Context: an optimization exercise on an open-source flow, tuned for small area, a short achievable clock period and few clock cycles per item. The choices shown serve that exercise and are no tape-out recipe. In this exercise RTL edits were held to simulation tests only and were not proved equivalent to the original. Power figures rest on the tool's default switching activity, not on a simulated workload.

`flow/config.mk`:
```
export PLATFORM = sky130hd
export DESIGN_NAME = indexed_ordered_list_engine
export DESIGN_NICKNAME = indexed_ordered_list_engine
export VERILOG_FILES = /design/flow/design.v
export SDC_FILE = /design/flow/constraint.sdc
export NUM_CORES = 4
export LEC_CHECK = 0
export CAP_MARGIN = 20
export CORE_MARGIN = 2
export CORE_UTILIZATION = 25
export CTS_CLUSTER_DIAMETER = 100
export CTS_CLUSTER_SIZE = 24
export PLACE_DENSITY = 0.35
export SETUP_SLACK_MARGIN = 5
export SLEW_MARGIN = 20
```
`flow/constraint.sdc`:
```
create_clock -name core_clock -period 10.0 [get_ports {clk}]
set_input_delay 2.0000 -clock core_clock [delete_from_list [all_inputs] [get_ports {clk}]]
set_output_delay 2.0000 -clock core_clock [all_outputs]
set_load 0.01 [all_outputs]
```
`flow/design.v`:
```
`default_nettype none
package iole_pkg;
	localparam int CAPACITY = 64;
	localparam int DATA_W   = 32;
	localparam int OP_W     = 4;
	localparam int POS_W    = 7;
	localparam int FPOS_W   = 6;
	localparam int CNT_W    = 7;
	localparam int IDX_W    = $clog2(CAPACITY);
	localparam int IN_BITS  = OP_W + POS_W + DATA_W;
	localparam int IN_W     = ((IN_BITS + 7) / 8) * 8;
	localparam int OUT_BITS = 1 + DATA_W + 1 + FPOS_W + CNT_W + 1;
	localparam int OUT_W    = ((OUT_BITS + 7) / 8) * 8;
	typedef enum logic [OP_W-1:0] {
		OP_PUSH_FRONT = 4'd0,
		OP_PUSH_BACK  = 4'd1,
		OP_INSERT     = 4'd2,
		OP_POP_FRONT  = 4'd3,
		OP_POP_BACK   = 4'd4,
		OP_REMOVE     = 4'd5,
		OP_UPDATE     = 4'd6,
		OP_GET        = 4'd7,
		OP_SEARCH     = 4'd8,
		OP_CLEAR      = 4'd9
	} iole_op_t;
	typedef struct packed {
		logic take_left;    
		logic take_right;   
		logic load;         
		logic pick;         
	} iole_cell_ctl_t;
endpackage
`default_nettype wire
`default_nettype none
import iole_pkg::*;
module iole_cell (
	input  wire                            clk,
	input  wire                            take_left,
	input  wire                            take_right,
	input  wire                            load,
	input  wire  [iole_pkg::DATA_W-1:0]    left_value,
	input  wire  [iole_pkg::DATA_W-1:0]    right_value,
	input  wire  [iole_pkg::DATA_W-1:0]    key,
	output logic [iole_pkg::DATA_W-1:0]    value,
	output logic                           match
);
	logic [DATA_W-1:0] value_q;
	always_ff @(posedge clk) begin
		if (take_left) begin
			value_q <= left_value;
		end else if (take_right) begin
			value_q <= right_value;
		end else if (load) begin
			value_q <= key;
		end
	end
	assign value = value_q;
	assign match = (value_q == key);
endmodule
`default_nettype wire
`default_nettype none
import iole_pkg::*;
module indexed_ordered_list_engine (
	input  wire                         clk,
	input  wire                         arst_n,
	input  wire                         s_tvalid,
	output logic                        s_tready,
	input  wire  [iole_pkg::IN_W-1:0]   s_tdata,    
	output logic                        m_tvalid,
	input  wire                         m_tready,
	output logic [iole_pkg::OUT_W-1:0]  m_tdata     
);
	localparam int QD = 3;    
	logic               rdy_q;      
	logic               iv_q;       
	logic               cred_q;     
	logic [POS_W-1:0]   pos_q;
	logic [DATA_W-1:0]  val_q;
	logic               f_pf_q, f_pb_q, f_ins_q, f_popf_q, f_popb_q, f_rem_q;
	logic               f_upd_q, f_get_q, f_srch_q, f_clr_q;
	logic [CAPACITY-1:0] ge_q;
	logic [CAPACITY-1:0] s_ge;
	logic [CAPACITY-1:0] at_q;        
	logic [CAPACITY-1:0] gt_q;        
	logic [POS_W-1:0]    s_pos;
	logic               acc;
	logic               run;
	logic [OP_W-1:0]    s_op;
	assign acc  = s_tvalid && rdy_q;
	assign run  = iv_q && cred_q;
	assign s_op = s_tdata[OP_W-1:0];
	assign s_pos = s_tdata[OP_W +: POS_W];
	for (genvar i = 0; i < CAPACITY; i++) begin : g_dec
		assign s_ge[i] = (POS_W'(i) >= s_pos);
		if (i == 0) begin : g_d0
			assign gt_q[i] = 1'b0;
			assign at_q[i] = ge_q[i];
		end else begin : g_dn
			assign gt_q[i] = ge_q[i-1];
			assign at_q[i] = ge_q[i] && !ge_q[i-1];
		end
	end
	always_ff @(posedge clk) begin
		if (acc) begin
			pos_q    <= s_pos;
			ge_q     <= s_ge;
			val_q    <= s_tdata[OP_W+POS_W +: DATA_W];
			f_pf_q   <= (s_op == OP_PUSH_FRONT);
			f_pb_q   <= (s_op == OP_PUSH_BACK);
			f_ins_q  <= (s_op == OP_INSERT);
			f_popf_q <= (s_op == OP_POP_FRONT);
			f_popb_q <= (s_op == OP_POP_BACK);
			f_rem_q  <= (s_op == OP_REMOVE);
			f_upd_q  <= (s_op == OP_UPDATE);
			f_get_q  <= (s_op == OP_GET);
			f_srch_q <= (s_op == OP_SEARCH);
			f_clr_q  <= (s_op == OP_CLEAR);
		end
	end
	logic [CNT_W-1:0]   count_q;
	logic [CAPACITY-1:0] live_q;      
	logic [CAPACITY-1:0] ex_live;
	logic               full;
	logic               empty;
	logic               in_range;
	logic               ins_range;
	logic               ex_ok;
	logic [CNT_W-1:0]   ex_count;
	assign full      = count_q[CNT_W-1];            
	assign empty     = !live_q[0];
	assign in_range  = (CNT_W'(pos_q) < count_q);
	assign ins_range = (CNT_W'(pos_q) <= count_q);
	logic               ex_inc;       
	logic               ex_dec;       
	assign ex_inc = ((f_pf_q || f_pb_q) && !full) || (f_ins_q && !full && ins_range);
	assign ex_dec = ((f_popf_q || f_popb_q) && !empty) || (f_rem_q && in_range);
	always_comb begin
		ex_ok = 1'b0;
		if (f_pf_q || f_pb_q)     ex_ok = !full;
		if (f_ins_q)              ex_ok = !full && ins_range;
		if (f_popf_q || f_popb_q) ex_ok = !empty;
		if (f_rem_q || f_upd_q || f_get_q) ex_ok = in_range;
		if (f_srch_q || f_clr_q)  ex_ok = 1'b1;
	end
	always_comb begin
		if (f_clr_q) begin
			ex_count = '0;
			ex_live  = '0;
		end else if (ex_inc) begin
			ex_count = count_q + 1'b1;
			ex_live  = {live_q[CAPACITY-2:0], 1'b1};
		end else if (ex_dec) begin
			ex_count = count_q - 1'b1;
			ex_live  = {1'b0, live_q[CAPACITY-1:1]};
		end else begin
			ex_count = count_q;
			ex_live  = live_q;
		end
	end
	logic               c_shl_all;    
	logic               c_shl_pos;    
	logic               c_shr_all;    
	logic               c_shr_pos;    
	logic               c_ld_zero;    
	logic               c_ld_pos;     
	logic               c_ld_cnt;     
	assign c_shl_all = run && f_pf_q && !full;
	assign c_shl_pos = run && f_ins_q && !full;
	assign c_shr_all = run && f_popf_q;
	assign c_shr_pos = run && f_rem_q;
	assign c_ld_zero = c_shl_all;
	assign c_ld_pos  = run && ((f_ins_q && !full) || f_upd_q);
	assign c_ld_cnt  = run && f_pb_q;
	logic [DATA_W-1:0]   cell_value [CAPACITY];
	logic [CAPACITY-1:0] cell_match;
	logic [CAPACITY-1:0] hit;
	logic [CAPACITY-1:0] pick;
	for (genvar i = 0; i < CAPACITY; i++) begin : g_cell
		logic [DATA_W-1:0] left_v;
		logic [DATA_W-1:0] right_v;
		logic              tl, tr, ld, live, at_pos, at_cnt;
		assign at_pos = at_q[i];
		assign live   = live_q[i];
		if (i == 0) begin : g_c0
			assign at_cnt = !live_q[0];
		end else begin : g_cn
			assign at_cnt = live_q[i-1] && !live_q[i];
		end
		assign tl = (i > 0) && (c_shl_all || (c_shl_pos && gt_q[i]));
		assign tr = c_shr_all || (c_shr_pos && ge_q[i]);
		assign ld = (c_ld_zero && (i == 0)) || (c_ld_pos && at_pos)
		         || (c_ld_cnt && at_cnt);
		if (i == 0) begin : g_first
			assign left_v = '0;
		end else begin : g_mid_l
			assign left_v = cell_value[i-1];
		end
		if (i == CAPACITY - 1) begin : g_last
			assign right_v = '0;
		end else begin : g_mid_r
			assign right_v = cell_value[i+1];
		end
		iole_cell u_cell (
			.clk         (clk),
			.take_left   (tl),
			.take_right  (tr),
			.load        (ld),
			.left_value  (left_v),
			.right_value (right_v),
			.key         (val_q),
			.value       (cell_value[i]),
			.match       (cell_match[i])
		);
		assign hit[i]  = f_srch_q && live && cell_match[i];
		assign pick[i] = at_pos;
	end
	logic [DATA_W-1:0] rd_lo;
	logic [DATA_W-1:0] rd_hi;
	always_comb begin
		rd_lo = '0;
		rd_hi = '0;
		for (int i = 0; i < CAPACITY / 2; i++) begin
			rd_lo = rd_lo | ({DATA_W{pick[i]}} & cell_value[i]);
			rd_hi = rd_hi | ({DATA_W{pick[i + CAPACITY / 2]}} & cell_value[i + CAPACITY / 2]);
		end
	end
	logic               rv_q;
	logic               r_ok_q;
	logic               r_get_q;
	logic [CNT_W-1:0]   r_cnt_q;
	logic [DATA_W-1:0]  r_rd_lo_q;
	logic [DATA_W-1:0]  r_rd_hi_q;
	logic [CAPACITY-1:0] r_hit_q;
	always_ff @(posedge clk) begin
		r_ok_q  <= ex_ok;
		r_get_q <= f_get_q && in_range;
		r_cnt_q <= ex_count;
		r_rd_lo_q <= rd_lo;
		r_rd_hi_q <= rd_hi;
		r_hit_q <= hit;
	end
	logic [IDX_W-1:0]   hit_idx;
	logic               found;
	logic [OUT_W-1:0]   res;
	always_comb begin
		hit_idx = '0;
		for (int i = CAPACITY - 1; i >= 0; i--) begin
			if (r_hit_q[i]) hit_idx = IDX_W'(i);
		end
	end
	assign found = (r_hit_q != '0);
	assign res   = OUT_W'({(r_cnt_q == '0), r_cnt_q, hit_idx, found,
	                       (r_rd_lo_q | r_rd_hi_q) & {DATA_W{r_get_q}}, r_ok_q});
	logic [OUT_W-1:0]   q_data [QD];
	logic [1:0]         qc_q;         
	logic               ov_q;         
	logic               pop;
	logic [1:0]         qc_mid;       
	logic [1:0]         qc_next;
	assign pop     = ov_q && m_tready;
	assign qc_mid  = qc_q - {1'b0, pop};
	assign qc_next = qc_mid + {1'b0, rv_q};
	for (genvar k = 0; k < QD; k++) begin : g_q
		always_ff @(posedge clk) begin
			if (rv_q && (qc_mid == 2'(k))) begin
				q_data[k] <= res;
			end else if (pop) begin
				if (k < QD - 1) q_data[k] <= q_data[(k < QD - 1) ? k + 1 : k];
			end
		end
	end
	logic iv_next;
	logic rv_next;
	assign iv_next = acc || (iv_q && !run);
	assign rv_next = run;
	always_ff @(posedge clk or negedge arst_n) begin
		if (!arst_n) begin
			rdy_q   <= 1'b0;
			iv_q    <= 1'b0;
			cred_q  <= 1'b1;
			rv_q    <= 1'b0;
			qc_q    <= '0;
			ov_q    <= 1'b0;
			count_q <= '0;
			live_q  <= '0;
		end else begin
			iv_q   <= iv_next;
			rv_q   <= rv_next;
			qc_q   <= qc_next;
			ov_q   <= (qc_next != '0);
			cred_q <= ({1'b0, qc_next} + {2'b0, rv_next}) < 3'(QD);
			rdy_q  <= !iv_next || (({1'b0, qc_next} + {2'b0, rv_next}) < 3'(QD));
			if (run) begin
				count_q <= ex_count;
				live_q  <= ex_live;
			end
		end
	end
	assign s_tready = rdy_q;
	assign m_tvalid = ov_q;
	assign m_tdata  = q_data[0];
endmodule
`default_nettype wire
```
`flow/run.sh`:
```
#!/bin/bash
# synth_recipe.tcl (not shown) runs the flow's synth.tcl, then flattens the netlist and writes it again
# the make line also repeats each setting of config.mk as NAME=value (left out here)
make -C /OpenROAD-flow-scripts/flow DESIGN_CONFIG=/design/flow/config.mk WORK_HOME=/design/flow/orfs CLKGATE_MAP_FILE= SYNTH_SCRIPT=/design/flow/synth_recipe.tcl finish
```
==> impl_metrics.csv, run 1 <==
group,metric,value,unit
power,power.leakage,69.7,nW
timing,tightest_slew,1.40,ns
drt,via_count,147000,
cells_and_area,layout.nets,15100,
worst_setup_path,critical_path.slowest_cell,"buf_4",
die,die_x,803,µm
worst_setup_path,cp_num_buf_inv,4,
grt,grt.total_usage,36.5,%
timing,slew_viol_final,0,
yosys,synth_cells,15400,
yosys,ys_types,73,
worst_setup_path,reg2reg_to,"g_cell[17].u_cell.value_q[0]",
timing,clock-skew-final,0.0917,ns
grt,antenna_found_initial,227,
grt,gr-total-overflow,0,
cells_and_area,stdcell_count,23700,
worst_setup_path,cp-startpoint,"cred_q",
worst_setup_path,rrSetupSlack,5.19,ns
worst_setup_path,cp_common_cell,"buf_4",
drt,finalWirelength,1230,mm
die,die_h,803,µm
grt,grt_max_degree,86,
flow_run,maxCapViolCount,0,
cells_and_area,drive_gt1_share,9.55,%
yosys,synth_edf_count,2305,
cts,cts_buffers,169,
drt,detail-route-antenna-nets,0,
worst_setup_path,worstSetupPathType,"reg -> reg",
worst_setup_path,cp.arrival,5.43,ns
worst_setup_path,cp_cell_sequence,"and3_4 > buf_4 > buf_4 > a21oi_4 > buf_4 > o2111ai_4 > buf_4",
drt,drtPass1Iterations,7,
yosys,ys.flop_type,"edfxtp_1",
place,dp_hpwl,920,mm
die,die_area,645000,µm²
drt,viasPerCell,6.23,
cts,numClockSinks,2520,
worst_setup_path,start_kind,"flop",
cts,clock_path_buffers,4,
grt,grt_pass1_vias,127000,
yosys,syn_nets,15500,
worst_setup_path,crit_fanout,33,
worst_setup_path,critical_path.max_stage_delay,0.92,ns
die,start_util,25.1,%
worst_hold_path,holdCritPathClass,"reg -> reg",
drt,wl_per_cell,52.1,µm
yosys,ys_ff_latch,2520,
worst_setup_path,reg2reg_depth,7,
cts,root_buffer,"clkbuf_16",
timing,finalHoldViolCount,0,
place,place_area,173000,µm²
cells_and_area,areaGrowthSynthToFinish,12.2,%
worst_setup_path,endpoint,"g_cell[17].u_cell.value_q[0]",
die,pin_count,102,
yosys,ys_warn_count,5,
cts,clk_pin_slew,0.10,ns
status,status,"no timing/DRC/antenna violations",
die,rows,293,
cells_and_area,layout_commonest_cell,"edfxtp_1",
yosys,syn-cell-area,160000,µm²
timing,relSlewSlack,6.67,%
timing,setup_viol,0,
timing,fin_hold_ws,0.499,ns
cts,cts_max_level,4,
worst_setup_path,path_delay_family,"buffers and inverters",
worst_setup_path,worst-path-stages,7,
grt,grt_pass1_wl,1530,mm
power,p_per_area,383,nW/µm²
worst_setup_path,cp_data_required_time,10.62,ns
cts,clk_latency,1.05,ns
timing,rsz0062_at_grt,"false",
die,core,636000,µm²
cells_and_area,mostFrequentLayoutCells,"edfxtp_1, nor2_1, a21oi_1, mux2i_1, xor2_1",
cells_and_area,stdcell_area,179000,µm²
cts,cts_resized,0,
worst_setup_path,crit_path_end_kind,"flop",
timing,tns,0,ns
cts,cts_hold_buf,0,
timing,fmax,208,MHz
worst_setup_path,r2r_start,"cred_q",
timing,layout_min_cycle_time,4.81,ns
drt,route.detailed.drc,0,
yosys,synth-async-reset-ratio,3.10,%
timing,fin_crit_sh,48.1,%
power,irDropWorstVdd,0.000201,V
place,gp_congestion,1.10,
drt,drtIter0Drc,29500,
yosys,synth.avg_cell_area,10.3,µm²
place,numPortBuffers,96,
yosys,synth.yosys.seq_area_share,46.3,%
cts,cts_tree,"built",
place,dp_cells,23200,
## final cells by class
class | count | area (µm²)
multi-input cells | 11300 | 80800
diodes | 110 | 275
flip-flops and latches | 2520 | 73900
clock inverters | 109 | 1400
clock buffers | 200 | 4500
repair buffers | 844 | 7120
fillers | 67000 | 457000
inverters | 147 | 552
well taps | 8407 | 10500
## registers in the layout (all words and copies together), names as in the netlist, 32 cells and up
register               count
r_hit_q                   64
q_data                   144
r_rd_lo_q                 32
val_q                     32
r_rd_hi_q                 32
g_cell.u_cell.value_q   2048
live_q                    64
ge_q                      64
## cells in the mapped netlist, types with 198 or more instances
master / count / area [µm²]
mux2i_1: 2036 / 20400
a221oi_1: 223 / 1950
clkbuf_1: 527 / 1980
buf_4: 211 / 1580
a22oi_1: 579 / 4350
a22o_1: 198 / 1730
nand4_1: 368 / 2300
nor2_1: 2059 / 7730
nor4_1: 317 / 1980
xor2_1: 1299 / 11400
edfxtp_1: 2305 / 69200
xnor2_1: 738 / 6460
a21oi_1: 2109 / 10600
buf_2: 619 / 3100
nand2_1: 325 / 1220
## cell families (layout without fill, tap and decap cells)
| kind of cell | count (synthesis) | count (layout) | share of synthesized area, % |
|---|---|---|---|
| xor gates and xnor gates | 2037 | 2037 | 11.2 |
| adders and majority gates | 13 | 13 | 0.102 |
| and+or+nand+nor | 3642 | 3642 | 10.8 |
| buffers and inverters | 1597 | 1300 | 4.94 |
| AOI/OAI and AO/OA | 3563 | 3563 | 13.7 |
| muxes | 2074 | 2074 | 13.0 |
| DFF | 2520 | 2520 | 46.3 |
| other | 0 | 110 | 0 |
## worst register-to-register path, cell delays in order, from the launching register on
cell and delay, ns:
dfstp_2 0.60, and3_4 0.51, buf_4 0.93, buf_4 1.02, a21oi_4 0.13, buf_4 0.41, o2111ai_4 0.22, buf_4 0.54
## routing by layer
metal  track usage, %  vias to the layer above  part of all wire (%)
met4             15.2                       98                   5.1
met2             47.9                    11700                    38
met3             15.4                     1846                    14
met1             51.6                    77600                    43
met5                0                        -                 0.053
li1                 -                    56200                     -
## report_power, final
| group | leakage, nW | switching (mW) | internal [mW] |
|---|---|---|---|
| sequential | 24.1 | 15.0 | 18.4 |
| combinational | 42.7 | 18.0 | 8.49 |
| clock | 2.86 | 5.08 | 3.65 |
## per-stage QoR
step	worst slack (ns)	power, mW	utilization, %
floorplan	5.38	37.1	-
global placement	4.98	57.3	27.1
detailed placement	5.02	57.4	27.1
CTS	5.34	66.0	28.1
global route	5.28	68.5	28.1
finish	5.19	68.6	28.1
## repair_timing
item	in CTS	in global routing
buffers inserted	2	0
hold endpoints to repair	0	0
endpoints found under the setup margin	94	0
## worst min path at each step
stage	start	endpoint	slack, ns	depth (start not counted)
after detailed placement	r_cnt_q[1]	q_data[2][41]	0.48	0
final	r_cnt_q[1]	q_data[2][41]	0.50	0
after CTS	r_cnt_q[1]	q_data[2][41]	0.50	0
after global routing	r_cnt_q[1]	q_data[2][41]	0.53	0
after floorplan	r_ok_q	q_data[2][0]	0.43	0
after global placement	r_ok_q	q_data[2][0]	0.48	0
Testbench counts, summed over its fixed seeds: cycles 9,624, items 9,600.
==> run 2, diff against run 1 <==
==> flow/flow/run.sh (new file) <==
#!/bin/bash
set -euo pipefail
bash standard.sh SETUP_SLACK_MARGIN=6.2 finish > layout.log 2>&1
==> flow/standard.sh (new file) <==
#!/bin/bash
# synth_recipe.tcl (not shown) runs the flow's synth.tcl, then flattens the netlist and writes it again
# the make line also repeats each setting of config.mk as NAME=value (left out here)
make -C /OpenROAD-flow-scripts/flow DESIGN_CONFIG=/design/flow/config.mk WORK_HOME=/design/flow/orfs CLKGATE_MAP_FILE= SYNTH_SCRIPT=/design/flow/synth_recipe.tcl "${@:-finish}"
--- a/flow/config.mk
+++ b/flow/config.mk
@@ -11,5 +11,4 @@
 export CTS_CLUSTER_DIAMETER = 100
 export CTS_CLUSTER_SIZE = 24
 export PLACE_DENSITY = 0.35
-export SETUP_SLACK_MARGIN = 5
 export SLEW_MARGIN = 20
removed: flow/run.sh
==> run 2 against run 1 <==
- still clean on timing, DRC and antenna
- sequential power about the same
- worst hold slack got worse by 0.013 ns
- clock-buffer cell count is 5 lower
==> impl_metrics.csv, run 2 <==
group,metric,value,unit
power,irDropWorstVdd,0.000163,V
die,start_util,25.1,%
drt,viasPerCell,6.25,
timing,layout_min_cycle_time,4.15,ns
yosys,ys.flop_type,"edfxtp_1",
timing,relSlewSlack,3.26,%
worst_hold_path,holdCritPathClass,"reg -> reg",
drt,via_count,148000,
yosys,yosys-top-cells-count,"edfxtp_1, a21oi_1, nor2_1",
cells_and_area,drive_gt1_share,9.81,%
cts,numClockSinks,2520,
drt,drtPass1Iterations,9,
drt,wl_per_cell,51.9,µm
cells_and_area,areaGrowthSynthToFinish,12.5,%
yosys,synth.top_cell.area_share,43.4,%
timing,setup_viol,0,
timing,rsz0062_at_grt,"true",
drt,drtIter0Drc,30100,
worst_setup_path,cp-startpoint,"ge_q[62]",
die,die_area,645000,µm²
place,place_area,172000,µm²
worst_setup_path,cp_cell_sequence,"nor2b_4 > buf_4 > a32oi_1 > nand4_1 > or4_1",
grt,grt.total_usage,36.3,%
cells_and_area,reg_top3,"g_cell.u_cell.value_q x2048, q_data x144",
cells_and_area,top_register,"g_cell.u_cell.value_q",
power,power.leakage,69.9,nW
timing,fmax,241,MHz
cts,root_buffer,"clkbuf_16",
worst_setup_path,cp_num_buf_inv,1,
cts,clk_latency,1.04,ns
worst_setup_path,start_kind,"flop",
cts,cts_max_level,4,
drt,finalWirelength,1230,mm
yosys,syn-cell-area,160000,µm²
worst_setup_path,reg2reg_to,"r_rd_hi_q[26]",
worst_setup_path,crit_fanout,25,
cts,cts_tree,"built",
flow_run,maxCapViolCount,0,
cts,cts_buffers,167,
yosys,syn_nets,15500,
power,finalPower,68.6,mW
cells_and_area,finish.utilization,28.2,%
timing,fin_crit_sh,41.5,%
yosys,ys_ff_latch,2520,
power,p_per_area,382,nW/µm²
cells_and_area,stdcell_area,180000,µm²
cells_and_area,layout_commonest_cell,"edfxtp_1",
yosys,yosysMostFrequentCell,"edfxtp_1",
cells_and_area,nFillCells,66900,
worst_setup_path,cp.arrival,4.94,ns
worst_setup_path,r2r_start,"ge_q[62]",
place,numPortBuffers,96,
die,rows,293,
cells_and_area,mostFrequentLayoutCells,"edfxtp_1, nor2_1, a21oi_1, mux2i_1, xor2_1",
yosys,synth_edf_count,2305,
yosys,synth.area.top_cells,"edfxtp_1, mux2i_1, xor2_1",
timing,finalHoldViolCount,0,
timing,slew_viol_final,0,
yosys,yosys.area.top_type,"edfxtp_1",
grt,grt_pass1_vias,128000,
cts,cts_hold_buf,0,
worst_setup_path,reg2reg_depth,5,
worst_setup_path,cp_data_required_time,10.79,ns
drt,detail-route-antenna-nets,0,
die,pin_count,102,
worst_setup_path,worstSetupPathType,"reg -> reg",
cells_and_area,largest_reg_flops,2048,
drt,route.detailed.drc,0,
cells_and_area,layout.nets,15100,
worst_setup_path,worst-path-stages,5,
die,die_h,803,µm
place,dp_cells,23200,
worst_setup_path,path_delay_family,"simple AND/OR/NAND/NOR gates",
yosys,synth.avg_cell_area,10.3,µm²
worst_setup_path,endpoint,"r_rd_hi_q[26]",
die,die_x,803,µm
timing,tightest_slew,1.45,ns
yosys,synth-async-reset-ratio,3.10,%
yosys,synth.yosys.seq_area_share,46.3,%
cts,clock_path_buffers,4,
cells_and_area,stdcell_count,23700,
yosys,synth_cells,15400,
yosys,ys_warn_count,5,
timing,tns,0,ns
yosys,ys_types,73,
timing,clock-skew-final,0.0708,ns
place,dp_hpwl,906,mm
grt,antenna_found_initial,219,
worst_setup_path,crit_path_end_kind,"flop",
worst_setup_path,critical_path.slowest_cell,"or4_1",
status,status,"no timing/DRC/antenna violations",
die,core,636000,µm²
grt,gr-total-overflow,0,
grt,grt_pass1_wl,1530,mm
place,gp_congestion,1.11,
cts,clk_pin_slew,0.11,ns
worst_setup_path,critical_path.max_stage_delay,0.95,ns
worst_setup_path,rrSetupSlack,5.85,ns
grt,grt_max_degree,81,
run 2: routing by layer:
| layer | part of all wire, % | wire [µm] | vias up | track usage [%] |
|---|---|---|---|---|
| li1 | - | - | 56200 | - |
| met1 | 42 | 517000 | 77800 | 49.9 |
| met2 | 38 | 466000 | 11900 | 47.7 |
| met3 | 14 | 176000 | 2120 | 16.8 |
| met4 | 5.5 | 67600 | 114 | 16.2 |
| met5 | 0.10 | 1230 | - | 0.00737 |
run 2: report_power, final:
group / switching [mW] / internal (mW) / total, mW
combinational: 18.0 / 8.49 / 26.5
clock: 5.10 / 3.65 / 8.75
sequential: 15.1 / 18.4 / 33.4
run 2: how the worst min path moves through the flow:
stage	end	from	slack, ns	cells after the start
3_3_place_gp	q_data[2][0]	r_ok_q	0.45	0
6_report	q_data[2][0]	r_ok_q	0.49	0
2_1_floorplan	q_data[2][0]	r_ok_q	0.43	0
3_5_place_dp	q_data[2][0]	r_ok_q	0.46	0
5_1_grt	q_data[2][0]	r_ok_q	0.51	0
4_1_cts	q_data[2][0]	r_ok_q	0.49	0
run 2: repair_timing:
item / CTS / global route
pin swaps: 8 / 7
cloned: 3 / 1
buffers inserted: 27 / 11
resized for setup: 159 / 44
hold endpoints to repair: 0 / 0
endpoints found under the setup margin: 2339 / 440
run 2: final cells by class:
class | count | area, µm² | share of cell area [%]
Antenna cell | 111 | 278 | 0.155
Clock inverter | 112 | 1430 | 0.795
Multi-Input combinational cell | 11300 | 81000 | 45.1
Clock buffer | 195 | 4400 | 2.45
Tap cell | 8407 | 10500 | 5.86
Timing Repair Buffer | 857 | 7510 | 4.18
Sequential cell | 2520 | 73900 | 41.2
Inverter | 147 | 554 | 0.309
run 2: through the flow:
step / hold WS (ns) / setup slack (ns)
global route: 0.511 / 6.20
detailed placement: 0.461 / 4.99
CTS: 0.487 / 5.99
floorplan: 0.430 / 5.76
finish: 0.486 / 5.85
global placement: 0.447 / 5.04
run 2: cell families after synthesis:
logic type	Yosys count	synth area share [%]
AOI/OAI and AO/OA	3563	13.7
buffers and inverters	1597	4.94
muxes	2074	13.0
DFF	2520	46.3
adders and majority gates	13	0.102
and+or+nand+nor	3642	10.8
xor gates and xnor gates	2037	11.2

==> re-timing with driven ports <==
No port has a modelled driver above. Below, the same layouts with a new extraction and two added sets of constraints. Step 1, drivers: a clkbuf_16 drives clk and a buf_2 each remaining input, both assumed. Step 2, shift: input delay + t, output delay - t, t = (earliest + latest rising clock arrival at the registers) / 2. This alone moves slack from input paths to output paths. a / b / c = ideal / step 1 / step 2; a / b = the first two.
run | t (ns) | setup WS [ns] | worst slew at a driven data input, ns
run 1 | 1.143 | 5.189 / 5.189 / 5.189 | 0.13
run 2 | 1.147 | 5.847 / 5.847 / 5.411 | 0.15
After both steps every run listed still meets setup and hold. The setup slack of run 2, which loses most, moves by 0.000 ns with the drivers and by -0.436 ns with both steps.
